This design comes from an exercise in tuning for small area, a short achievable clock period and few clock cycles per item on the open sky130 flow, not from production work.
At most, simulation tests tie the RTL to the original design; equivalence was not proved.
The RTL of run 2 was laid out without a check of its function.
Power is estimated from default activity; no workload was simulated.

==> flow/design.v, too long to show whole: its modules and the start of the top module <==
// module conv_mac: 3411 lines
// module cm_fa: 11 lines
// module cm_pp: 12 lines
// module cm_ppn: 12 lines
// module cm_ha: 10 lines
// module cnn_pool: 341 lines
module cnn_pool
#(
    parameter int IMG_DIM = cnn_geom_pkg::DEF_IMG_DIM
)
(
    input  logic     clk,
    input  logic     reset,
    input  logic     i_start,
    input  wb_bus_pkg::wb_addr_t i_src_base,
    input  wb_bus_pkg::wb_addr_t i_dst_base,
    input  wb_bus_pkg::wb_data_t i_rd_dat,
    input  logic     i_rd_ack,
    input  logic     i_wr_ack,
    output logic     o_rd_cyc,
    output logic     o_rd_stb,
    output wb_bus_pkg::wb_addr_t o_rd_adr,
    output logic     o_wr_cyc,
    output logic     o_wr_stb,
    output logic     o_wr_we,
    output wb_bus_pkg::wb_addr_t o_wr_adr,
    output wb_bus_pkg::wb_data_t o_wr_dat,
    output logic     o_busy,
    output logic     o_done
);
  // ...
==> flow/flow/run.sh <==
#!/bin/bash
set -euo pipefail
SETUP_MARGIN=${SETUP_MARGIN:-6}
bash standard.sh \
    "BUFFER_PORTS_ARGS=-buffer_cell sky130_fd_sc_hd__buf_2" \
    "SETUP_SLACK_MARGIN=${SETUP_MARGIN}" \
    finish > flow_make.log 2>&1
==> flow/standard.sh <==
#!/bin/bash
# synth_recipe.tcl (not shown) runs the flow's synth.tcl, then flattens the netlist and writes it again
# the make line also repeats each setting of config.mk as NAME=value (left out here)
make -C /OpenROAD-flow-scripts/flow DESIGN_CONFIG=/design/flow/config.mk WORK_HOME=/design/flow/orfs CLKGATE_MAP_FILE= SYNTH_SCRIPT=/design/flow/synth_recipe.tcl "${@:-finish}"
==> flow/config.mk <==
export PLATFORM = sky130hd
export DESIGN_NAME = cnn_pool
export DESIGN_NICKNAME = cnn_pool
export VERILOG_FILES = /design/flow/design.v
export SDC_FILE = /design/flow/constraint.sdc
export NUM_CORES = 4
export LEC_CHECK = 0
export CAP_MARGIN = 20
export CORE_MARGIN = 2
export CORE_UTILIZATION = 40
export CTS_CLUSTER_DIAMETER = 80
export CTS_CLUSTER_SIZE = 24
export SETUP_SLACK_MARGIN = 5
export SLEW_MARGIN = 20
export SYNTH_HIERARCHICAL = 1
export SYNTH_MINIMUM_KEEP_SIZE = 0
==> flow/constraint.sdc <==
create_clock -name core_clock -period 9.0 [get_ports {clk}]
set_input_delay 1.8000 -clock core_clock [delete_from_list [all_inputs] [get_ports {clk}]]
set_output_delay 1.8000 -clock core_clock [all_outputs]
set_load 0.01 [all_outputs]
==> notes.md, run 1 <==
via count of the first global-routing pass=22,514; Die H=300.0 um; area share of the largest cell type after synthesis=31.24%; count leader, synth=nand2_1; routability congestion estimate=0.9398; non-clk buf share=about 3.9%; RSZ-0062 raised after global routing=true; Initial Util=40.40%; area grow syn2layout=12.51%; CP Capture Point=u_mac.cut1_q[93]$_DFF_P_; vias post-DR=21,210; sequential share of cell area=38.30%; most common cell after layout, fill and taps aside=nand2_1; crit-path cells=buf_6 > buf_6 > and3_4 > fa_1 > fa_2 > fa_1 > fa_1; Netlist Area Pre-Place=roughly 35,000 um^2; outcome=finished clean; WP data required=9.47 ns; first-pass GRT wire length=138,400 um; CP Capture Type=flip-flop; HP Start=u_mac.cut1_q[1]$_DFF_P_; CTS Buf Count=37; design area=between 30,000 and 40,000 um^2; met2 WL=~43,000 um; largest power group=sequential cells; clk tree area frac=3.338%; clk root buf=clkbuf_16; post-synthesis compound-gate area fraction=under 10%; Final Hold Viols=0; post-CTS setup buffer count=60; setup ws final=5.914 ns; Max Buffers Root-to-Sink=3; library cells used by synthesis=67; Inverters excl. clock=144; Ys Warns=10; CP Data Arrival Time=3.56 ns; Die Wd=300.0 um; worst-path maximum fanout=8; sw frac=~36%; critical path's most frequent cell=fa_1; Power Dens Cells=222.1 nW/um^2; GR Util met3=3.468%
Testbench counts, summed over its fixed seeds: cycles 8,640, jobs 96.
==> inputs of run 2 (changes only) <==
--- a/flow/design.v
+++ b/flow/design.v
@@ -1709,48 +1709,48 @@
     logic fs_557;
     logic fc_557;
     logic fs_558;
     logic fc_558;
     logic fs_559;
     logic fc_559;
     logic fs_560;
     logic fc_560;
-    logic hs_561;
-    logic hc_561;
-    logic hs_562;
-    logic hc_562;
-    logic hs_563;
-    logic hc_563;
-    logic hs_564;
-    logic hc_564;
-    logic hs_565;
-    logic hc_565;
-    logic hs_566;
-    logic hc_566;
+    logic fs_561;
+    logic fc_561;
+    logic fs_562;
+    logic fc_562;
+    logic fs_563;
+    logic fc_563;
+    logic fs_564;
+    logic fc_564;
+    logic fs_565;
+    logic fc_565;
+    logic fs_566;
+    logic fc_566;
     logic fs_567;
     logic fc_567;
     logic fs_568;
     logic fc_568;
     logic fs_569;
     logic fc_569;
     logic fs_570;
     logic fc_570;
-    logic fs_571;
-    logic fc_571;
-    logic fs_572;
-    logic fc_572;
-    logic fs_573;
-    logic fc_573;
-    logic fs_574;
-    logic fc_574;
+    logic hs_571;
+    logic hc_571;
+    logic hs_572;
+    logic hc_572;
+    logic hs_573;
+    logic hc_573;
+    logic hs_574;
+    logic hc_574;
     logic hs_575;
     logic hc_575;
-    logic fs_576;
-    logic fc_576;
+    logic hs_576;
+    logic hc_576;
     logic [124:0] cut1_q;
     logic r1_0;
     logic r1_1;
     logic r1_2;
     logic r1_3;
     logic r1_4;
     logic r1_5;
     logic r1_6;
@@ -1867,17 +1867,17 @@
     logic r1_117;
     logic r1_118;
     logic r1_119;
     logic r1_120;
     logic r1_121;
     logic r1_122;
     logic r1_123;
     logic r1_124;
-    logic [42:0] cut2_q;
+    logic [32:0] cut2_q;
     logic r2_0;
     logic r2_1;
     logic r2_2;
     logic r2_3;
     logic r2_4;
     logic r2_5;
     logic r2_6;
     logic r2_7;
@@ -1901,26 +1901,16 @@
     logic r2_25;
     logic r2_26;
     logic r2_27;
     logic r2_28;
     logic r2_29;
     logic r2_30;
     logic r2_31;
     logic r2_32;
-    logic r2_33;
-    logic r2_34;
-    logic r2_35;
-    logic r2_36;
-    logic r2_37;
-    logic r2_38;
-    logic r2_39;
-    logic r2_40;
-    logic r2_41;
-    logic r2_42;
     logic [19:0] row_a;
     logic [19:0] row_b;
     assign pp_0_0_0 = ~(i_w[0] & i_p[0] & i_m[0]);
     assign pp_0_0_1 = ~(i_w[0] & i_p[1] & i_m[0]);
     assign pp_0_0_2 = ~(i_w[0] & i_p[2] & i_m[0]);
     assign pp_0_0_3 = ~(i_w[0] & i_p[3] & i_m[0]);
     assign pp_0_0_4 = ~(i_w[0] & i_p[4] & i_m[0]);
     assign pp_0_0_5 = ~(i_w[0] & i_p[5] & i_m[0]);
@@ -3056,32 +3046,32 @@
     cm_fa u_fa_553 (.a(fc_536), .b(hc_537), .c(fs_538), .s(fs_553), .co(fc_553));
     cm_fa u_fa_554 (.a(fc_538), .b(fc_539), .c(fs_540), .s(fs_554), .co(fc_554));
     cm_ha u_ha_555 (.a(fs_541), .b(r1_82), .s(hs_555), .co(hc_555));
     cm_fa u_fa_556 (.a(fc_540), .b(fc_541), .c(fs_542), .s(fs_556), .co(fc_556));
     cm_fa u_fa_557 (.a(fc_542), .b(fc_543), .c(fs_544), .s(fs_557), .co(fc_557));
     cm_fa u_fa_558 (.a(fc_544), .b(fc_545), .c(fs_546), .s(fs_558), .co(fc_558));
     cm_fa u_fa_559 (.a(fc_546), .b(hc_547), .c(fs_548), .s(fs_559), .co(fc_559));
     cm_fa u_fa_560 (.a(fc_549), .b(fc_528), .c(fs_529), .s(fs_560), .co(fc_560));
-    cm_ha u_ha_561 (.a(r2_22), .b(r2_23), .s(hs_561), .co(hc_561));
-    cm_ha u_ha_562 (.a(r2_26), .b(r2_27), .s(hs_562), .co(hc_562));
-    cm_ha u_ha_563 (.a(r2_29), .b(r2_30), .s(hs_563), .co(hc_563));
-    cm_ha u_ha_564 (.a(r2_32), .b(r2_33), .s(hs_564), .co(hc_564));
-    cm_ha u_ha_565 (.a(r2_35), .b(r2_36), .s(hs_565), .co(hc_565));
-    cm_ha u_ha_566 (.a(r2_10), .b(r2_11), .s(hs_566), .co(hc_566));
-    cm_fa u_fa_567 (.a(r2_13), .b(r2_14), .c(r2_15), .s(fs_567), .co(fc_567));
-    cm_fa u_fa_568 (.a(r2_16), .b(r2_17), .c(r2_18), .s(fs_568), .co(fc_568));
-    cm_fa u_fa_569 (.a(r2_19), .b(r2_20), .c(r2_21), .s(fs_569), .co(fc_569));
-    cm_fa u_fa_570 (.a(hs_561), .b(r2_24), .c(r2_25), .s(fs_570), .co(fc_570));
-    cm_fa u_fa_571 (.a(hc_561), .b(hs_562), .c(r2_28), .s(fs_571), .co(fc_571));
-    cm_fa u_fa_572 (.a(hc_562), .b(hs_563), .c(r2_31), .s(fs_572), .co(fc_572));
-    cm_fa u_fa_573 (.a(hc_563), .b(hs_564), .c(r2_34), .s(fs_573), .co(fc_573));
-    cm_fa u_fa_574 (.a(hc_564), .b(hs_565), .c(r2_37), .s(fs_574), .co(fc_574));
-    cm_ha u_ha_575 (.a(hc_565), .b(r2_38), .s(hs_575), .co(hc_575));
-    cm_fa u_fa_576 (.a(r2_39), .b(r2_40), .c(r2_41), .s(fs_576), .co(fc_576));
+    cm_fa u_fa_561 (.a(fc_550), .b(fs_551), .c(hs_535), .s(fs_561), .co(fc_561));
+    cm_fa u_fa_562 (.a(fc_551), .b(fs_552), .c(hs_537), .s(fs_562), .co(fc_562));
+    cm_fa u_fa_563 (.a(fc_552), .b(fs_553), .c(fs_539), .s(fs_563), .co(fc_563));
+    cm_fa u_fa_564 (.a(fc_553), .b(fs_554), .c(hs_555), .s(fs_564), .co(fc_564));
+    cm_fa u_fa_565 (.a(fc_554), .b(hc_555), .c(fs_556), .s(fs_565), .co(fc_565));
+    cm_fa u_fa_566 (.a(fc_556), .b(fs_557), .c(fs_545), .s(fs_566), .co(fc_566));
+    cm_fa u_fa_567 (.a(fc_557), .b(fs_558), .c(hs_547), .s(fs_567), .co(fc_567));
+    cm_fa u_fa_568 (.a(fc_558), .b(fs_559), .c(fs_500), .s(fs_568), .co(fc_568));
+    cm_fa u_fa_569 (.a(fc_559), .b(fc_548), .c(fs_549), .s(fs_569), .co(fc_569));
+    cm_fa u_fa_570 (.a(fc_560), .b(fc_529), .c(fs_530), .s(fs_570), .co(fc_570));
+    cm_ha u_ha_571 (.a(r2_17), .b(r2_18), .s(hs_571), .co(hc_571));
+    cm_ha u_ha_572 (.a(r2_20), .b(r2_21), .s(hs_572), .co(hc_572));
+    cm_ha u_ha_573 (.a(r2_22), .b(r2_23), .s(hs_573), .co(hc_573));
+    cm_ha u_ha_574 (.a(r2_24), .b(r2_25), .s(hs_574), .co(hc_574));
+    cm_ha u_ha_575 (.a(r2_26), .b(r2_27), .s(hs_575), .co(hc_575));
+    cm_ha u_ha_576 (.a(r2_28), .b(r2_29), .s(hs_576), .co(hc_576));
     always_ff @(posedge clk)
     begin
         cut1_q[0] <= fs_192;
         cut1_q[1] <= fs_320;
         cut1_q[2] <= fs_195;
         cut1_q[3] <= fs_406;
         cut1_q[4] <= fs_323;
         cut1_q[5] <= fc_406;
@@ -3337,49 +3327,39 @@
         cut2_q[2] <= r1_2;
         cut2_q[3] <= r1_3;
         cut2_q[4] <= r1_4;
         cut2_q[5] <= fs_464;
         cut2_q[6] <= r1_8;
         cut2_q[7] <= fs_503;
         cut2_q[8] <= fs_531;
         cut2_q[9] <= fs_550;
-        cut2_q[10] <= fc_550;
-        cut2_q[11] <= fs_551;
-        cut2_q[12] <= hs_535;
-        cut2_q[13] <= fc_551;
-        cut2_q[14] <= fs_552;
-        cut2_q[15] <= hs_537;
-        cut2_q[16] <= fc_552;
-        cut2_q[17] <= fs_553;
-        cut2_q[18] <= fs_539;
-        cut2_q[19] <= fc_553;
-        cut2_q[20] <= fs_554;
-        cut2_q[21] <= hs_555;
-        cut2_q[22] <= fc_554;
-        cut2_q[23] <= hc_555;
-        cut2_q[24] <= fs_556;
-        cut2_q[25] <= fs_543;
-        cut2_q[26] <= fc_556;
-        cut2_q[27] <= fs_557;
-        cut2_q[28] <= fs_545;
-        cut2_q[29] <= fc_557;
-        cut2_q[30] <= fs_558;
-        cut2_q[31] <= hs_547;
-        cut2_q[32] <= fc_558;
-        cut2_q[33] <= fs_559;
-        cut2_q[34] <= fs_500;
-        cut2_q[35] <= fc_559;
-        cut2_q[36] <= fc_548;
-        cut2_q[37] <= fs_549;
-        cut2_q[38] <= fs_560;
-        cut2_q[39] <= fc_560;
-        cut2_q[40] <= fc_529;
-        cut2_q[41] <= fs_530;
-        cut2_q[42] <= fc_530;
+        cut2_q[10] <= fs_561;
+        cut2_q[11] <= fc_561;
+        cut2_q[12] <= fs_562;
+        cut2_q[13] <= fc_562;
+        cut2_q[14] <= fs_563;
+        cut2_q[15] <= fc_563;
+        cut2_q[16] <= fs_564;
+        cut2_q[17] <= fc_564;
+        cut2_q[18] <= fs_565;
+        cut2_q[19] <= fs_543;
+        cut2_q[20] <= fc_565;
+        cut2_q[21] <= fs_566;
+        cut2_q[22] <= fc_566;
+        cut2_q[23] <= fs_567;
+        cut2_q[24] <= fc_567;
+        cut2_q[25] <= fs_568;
+        cut2_q[26] <= fc_568;
+        cut2_q[27] <= fs_569;
+        cut2_q[28] <= fc_569;
+        cut2_q[29] <= fs_560;
+        cut2_q[30] <= fs_570;
+        cut2_q[31] <= fc_570;
+        cut2_q[32] <= fc_530;
     end
     assign r2_0 = cut2_q[0];
     assign r2_1 = cut2_q[1];
     assign r2_2 = cut2_q[2];
     assign r2_3 = cut2_q[3];
     assign r2_4 = cut2_q[4];
     assign r2_5 = cut2_q[5];
     assign r2_6 = cut2_q[6];
@@ -3404,28 +3384,18 @@
     assign r2_25 = cut2_q[25];
     assign r2_26 = cut2_q[26];
     assign r2_27 = cut2_q[27];
     assign r2_28 = cut2_q[28];
     assign r2_29 = cut2_q[29];
     assign r2_30 = cut2_q[30];
     assign r2_31 = cut2_q[31];
     assign r2_32 = cut2_q[32];
-    assign r2_33 = cut2_q[33];
-    assign r2_34 = cut2_q[34];
-    assign r2_35 = cut2_q[35];
-    assign r2_36 = cut2_q[36];
-    assign r2_37 = cut2_q[37];
-    assign r2_38 = cut2_q[38];
-    assign r2_39 = cut2_q[39];
-    assign r2_40 = cut2_q[40];
-    assign r2_41 = cut2_q[41];
-    assign r2_42 = cut2_q[42];
-    assign row_a = {1'b1, fc_576, hc_575, fc_574, fc_573, fc_572, fc_571, fc_570, fc_569, fc_568, fc_567, hc_566, hs_566, r2_9, r2_8, r2_7, r2_5, r2_3, r2_1, r2_0};
-    assign row_b = {1'b0, r2_42, fs_576, hs_575, fs_574, fs_573, fs_572, fs_571, fs_570, fs_569, fs_568, fs_567, r2_12, 1'b0, 1'b0, 1'b0, r2_6, r2_4, r2_2, 1'b1};
+    assign row_a = {1'b1, r2_31, hc_576, hc_575, hc_574, hc_573, hc_572, hc_571, hs_571, r2_15, r2_13, r2_11, r2_10, r2_9, r2_8, r2_7, r2_5, r2_3, r2_1, r2_0};
+    assign row_b = {1'b0, r2_32, r2_30, hs_576, hs_575, hs_574, hs_573, hs_572, r2_19, r2_16, r2_14, r2_12, 1'b0, 1'b0, 1'b0, 1'b0, r2_6, r2_4, r2_2, 1'b1};
     assign o_sum = ~row_a + ~row_b;
 endmodule
 module cm_fa
 (
     input  logic a,
     input  logic b,
     input  logic c,
     output logic s,
==> flow/config.mk (replaced) <==
export PLATFORM = sky130hd
export DESIGN_NAME = cnn_pool
export DESIGN_NICKNAME = cnn_pool
export VERILOG_FILES = /design/flow/design.v
export SDC_FILE = /design/flow/constraint.sdc
export NUM_CORES = 4
export LEC_CHECK = 0
export CAP_MARGIN = 20
export CORE_MARGIN = 2
export CORE_UTILIZATION = 40
export SETUP_SLACK_MARGIN = 5
export SLEW_MARGIN = 20
export SYNTH_HIERARCHICAL = 1
export SYNTH_MINIMUM_KEEP_SIZE = 0
==> notes.md, run 2 <==
# rows=108 (unchanged); Tot Pwr=0.009859 W (was 0.008758 W); Seq/Total Area, Yosys=42.49% (was 42.90%); Slew @ Worst Pin=0.9750 ns (was 1.049 ns); area grow syn2layout=16.56% (was 12.51%); Placed Cells=3,877 (was 3,882); Syn Area/Cell=12.54 um^2 (was 12.57 um^2); Netlist Area Pre-Place=34,910 um^2 (was 35,050 um^2); boundary pin count=108 (unchanged); max reg flops=144 (unchanged); DRT met1 WL=37,240 um (was 37,330 um); GR Util All Layers=21.25% (was 20.55%); initial antenna violation count=4 (was 0); synth top area cells=fa_1, edfxtp_1, dfxtp_1 (unchanged); first-pass GRT wire length=142,000 um (was 138,400 um); leading area contributor after synthesis=fa_1 (unchanged); static leakage=14.17 nW (was 13.57 nW); vias post-DR=21,398 (was 21,210); routability congestion estimate=0.9454 (was 0.9398); Max rail drop VDD=0.0002573 V (was 0.0002256 V); share of layout cells above drive strength 1=21.31% (was 18.27%); Nets=3,632 (was 3,597); clock transition at the registers of the reported paths=0.07 ns (was 0.09 ns); Die Wd=299.4 um (was 300.0 um); Initial Util=40.30% (was 40.40%); WL/cell=23.09 um (was 22.64 um); number of fill cells in the layout=7,595 (was 7,840); Final Hold Viols=0 (unchanged); Port Buffers=99 (unchanged); largest net degree at the start of global routing=71 (was 82); commonest cells after routing, fill and taps aside=nand2_1, fa_1, edfxtp_1, dfxtp_1, inv_1 (unchanged); Final Max Slew Viols=0 (unchanged); fin cells=4,116 (was 4,057); biggest regs=lbuf (144), u_mac.cut1_q (125), wgt (72) (unchanged); H-tree levels=2 (unchanged); minimum clock period=3.148 ns (was 3.086 ns); via count of the first global-routing pass=22,909 (was 22,514); Final HPWL DP=74,770 um (was 72,630 um); total die area=89,660 um^2 (was 90,010 um^2); CP Capture Type=flip-flop (unchanged); GRT overflow=0 (unchanged); Top reg by flops=lbuf (unchanged); Clock Skew=0.03500 ns (was 0.05011 ns); fin util=46.98% (was 45.46%); outcome=finished clean (unchanged); drc violations=0 (unchanged); Die H=299.4 um (was 300.0 um); CTS Sinks=577 (was 587); clk root buf=clkbuf_16 (unchanged); number of vias per cell=5.199 (was 5.228); DR WL met3=5942 um (was 7134 um); Max Clk Rate=317.7 MHz (was 324.0 MHz); Yosys reg bits=577 (was 587); met2 WL=46,970 um (was 42,940 um); Cells after Synth=2,783 (was 2,789); CTS tree=done (unchanged); period utilization=34.98% (was 34.29%); TNS Setup=0 ns (unchanged); ys flop type=edfxtp_1 (unchanged); DR top layer=met5 (was met4); WP data required=9.55 ns (was 9.47 ns); most frequent cells after synthesis=nand2_1, fa_1, edfxtp_1, dfxtp_1, inv_1 (unchanged); area share of the largest cell type after synthesis=31.42% (was 31.24%); drt total wl=95,040 um (was 91,850 um); core area=86,620 um^2 (was 86,750 um^2); diode count=0 (was 1); RSZ-0062 raised after global routing=true (unchanged); CTS Buf Count=60 (was 37); Power Dens Cells=242.3 nW/um^2 (was 222.1 nW/um^2); initial DRC count=1,821 (was 1,814); CP Launch Type=flip-flop (unchanged); Pre-antenna DRT Iters=5 (was 9); count leader, synth=nand2_1 (unchanged); Final Setup Violations=0 (unchanged); Max Buffers Root-to-Sink=3 (unchanged); number of flops mapped to enable cells by yosys=328 (unchanged); Ys Warns=10 (unchanged); library cells used by synthesis=65 (was 67); max-cap viol count=0 (unchanged); CP Class=reg -> reg (unchanged); asr flop ratio synth=0% (unchanged); clock latency on the worst-skew pair=0.64 ns (was 0.60 ns); worst rel slew slack=35.00% (was 30.07%); CP Data Arrival Time=3.70 ns (was 3.56 ns); worst-path maximum fanout=7 (was 8); Hold Crit Class=reg -> reg (unchanged); most common cell after layout, fill and taps aside=nand2_1 (unchanged); remaining antenna violation count=0 (unchanged)
## run 2: cell types whose count changed in the layout (fill, tap and decap cells not counted), moves of 7 or more
cell | previous run | this run
clkbuf_8 | 0 | 7
fa_1 | 464 | 427
buf_12 | 8 | 23
dfxtp_1 | 234 | 226
fa_2 | 83 | 121
buf_4 | 92 | 99
clkbuf_16 | 42 | 70
clkinv_2 | 1 | 10
bufinv_16 | 0 | 9
## run 2: logic make-up after synthesis
| family | after synthesis | synth area share, % |
|---|---|---|
| AND/OR/NAND/NOR | 966 | 12.42 |
| adder cells (fa/ha/maj) | 670 | 35.80 |
| flip-flops | 577 | 42.49 |
| buffers and inverters | 315 | 3.423 |
| AO/OA/AOI/OAI | 163 | 2.914 |
| XOR/XNOR | 69 | 1.731 |
| multiplexers | 22 | 1.211 |
| other | 1 | 0.01074 |
## run 2: what timing repair did
item | 4_1_cts | 5_1_grt
hold endpoints to repair | 0 | 0
setup endpoints to repair | 225 | 195
pin swaps | 48 | 128
gates resized for setup | 235 | 142
hold buffers | 0 | 0
buffers inserted | 74 | 49
gates cloned | 1 | 1
## run 2: through the flow
| stage | hold WS [ns] | worst slack (ns) | instance area (um^2) |
|---|---|---|---|
| finish | 0.3255 | 5.852 | 40690 |
| global route | 0.3354 | 5.846 | 40690 |
| CTS | 0.3236 | 5.915 | 39680 |
| detailed placement | 0.3121 | 5.357 | 36320 |
| global placement | 0.3111 | 5.401 | 36320 |
| floorplan | 0.3096 | 5.377 | 34950 |
## run 2: power by group
group          switching [W]  total, W  internal (W)  leakage [nW]
Combinational        0.00207   0.00367       0.00161          7.97
Sequential          0.000198   0.00339       0.00319          5.08
Clock                0.00109   0.00280       0.00170          1.12
## run 2: worst paths after layout
check | start | end | slack (ns) | cells past startpoint
worst max-delay path | msk[0]$_SDFF_PP1_ | u_mac.cut1_q[31]$_DFF_P_ | 5.85 | 7
worst min-delay path | u_mac.cut1_q[8]$_DFF_P_ | u_mac.cut2_q[6]$_DFF_P_ | 0.33 | 0
worst max register to register | msk[0]$_SDFF_PP1_ | u_mac.cut1_q[31]$_DFF_P_ | 5.85 | 7
worst min register to register | u_mac.cut1_q[8]$_DFF_P_ | u_mac.cut2_q[6]$_DFF_P_ | 0.33 | 0
## run 2: final cells by class
cell class | instances | area, um^2 | area share, %
clock buffers | 81 | 1842 | 4.526
clock inverters | 33 | 444.2 | 1.092
inverters | 137 | 514.2 | 1.264
multi-input cells | 1897 | 19640 | 48.25
flip-flops and latches | 577 | 14910 | 36.63
well taps | 1155 | 1445 | 3.551
repair buffers | 236 | 1906 | 4.683
## run 2: critical path, stage by stage, from the launching register on
cell and delay, ns:
dfxtp_4 0.37, buf_12 0.12, and2_4 0.22, nand2_1 0.11, fa_1 0.53, fa_2 0.63, fa_1 0.46, fa_2 0.61
## run 2: layer usage
metal | track usage, % | vias to the layer above
met5 | 0 | -
met4 | 9.714 | 2
met3 | 3.022 | 169
met2 | 35.81 | 827
met1 | 27.28 | 11078
li1 | - | 9322
## run 2: modules after synthesis, one instance, submodules excluded
module    cells  flip-flops and latches
conv_mac   1112                     158
cnn_pool   1104                     419
cm_ha         1                       0
cm_fa         1                       0

-- port drivers added, routing unchanged --
No port has a modelled driver above. Below, the same layouts with a new extraction and two added sets of constraints.
Step 1, drivers: a clkbuf_16 drives clk and a buf_2 each remaining input, both assumed.
Step 2, shift: input delay + t, output delay - t, t = (earliest + latest rising clock arrival at the registers) / 2. This alone moves slack from input paths to output paths.
a / b / c = ideal / step 1 / step 2; a / b = the first two.
run | shift t [ns] | setup slack, ns | worst data-port slew with drivers (ns)
run 1 | 0.645 | 5.914 / 5.914 / 5.391 | 0.04
run 2 | 0.685 | 5.852 / 5.852 / 5.723 | 0.05
After both steps every run listed still meets setup and hold. For run 1, which loses most, drivers alone change the setup slack by 0.000 ns; drivers and shift together by -0.523 ns.
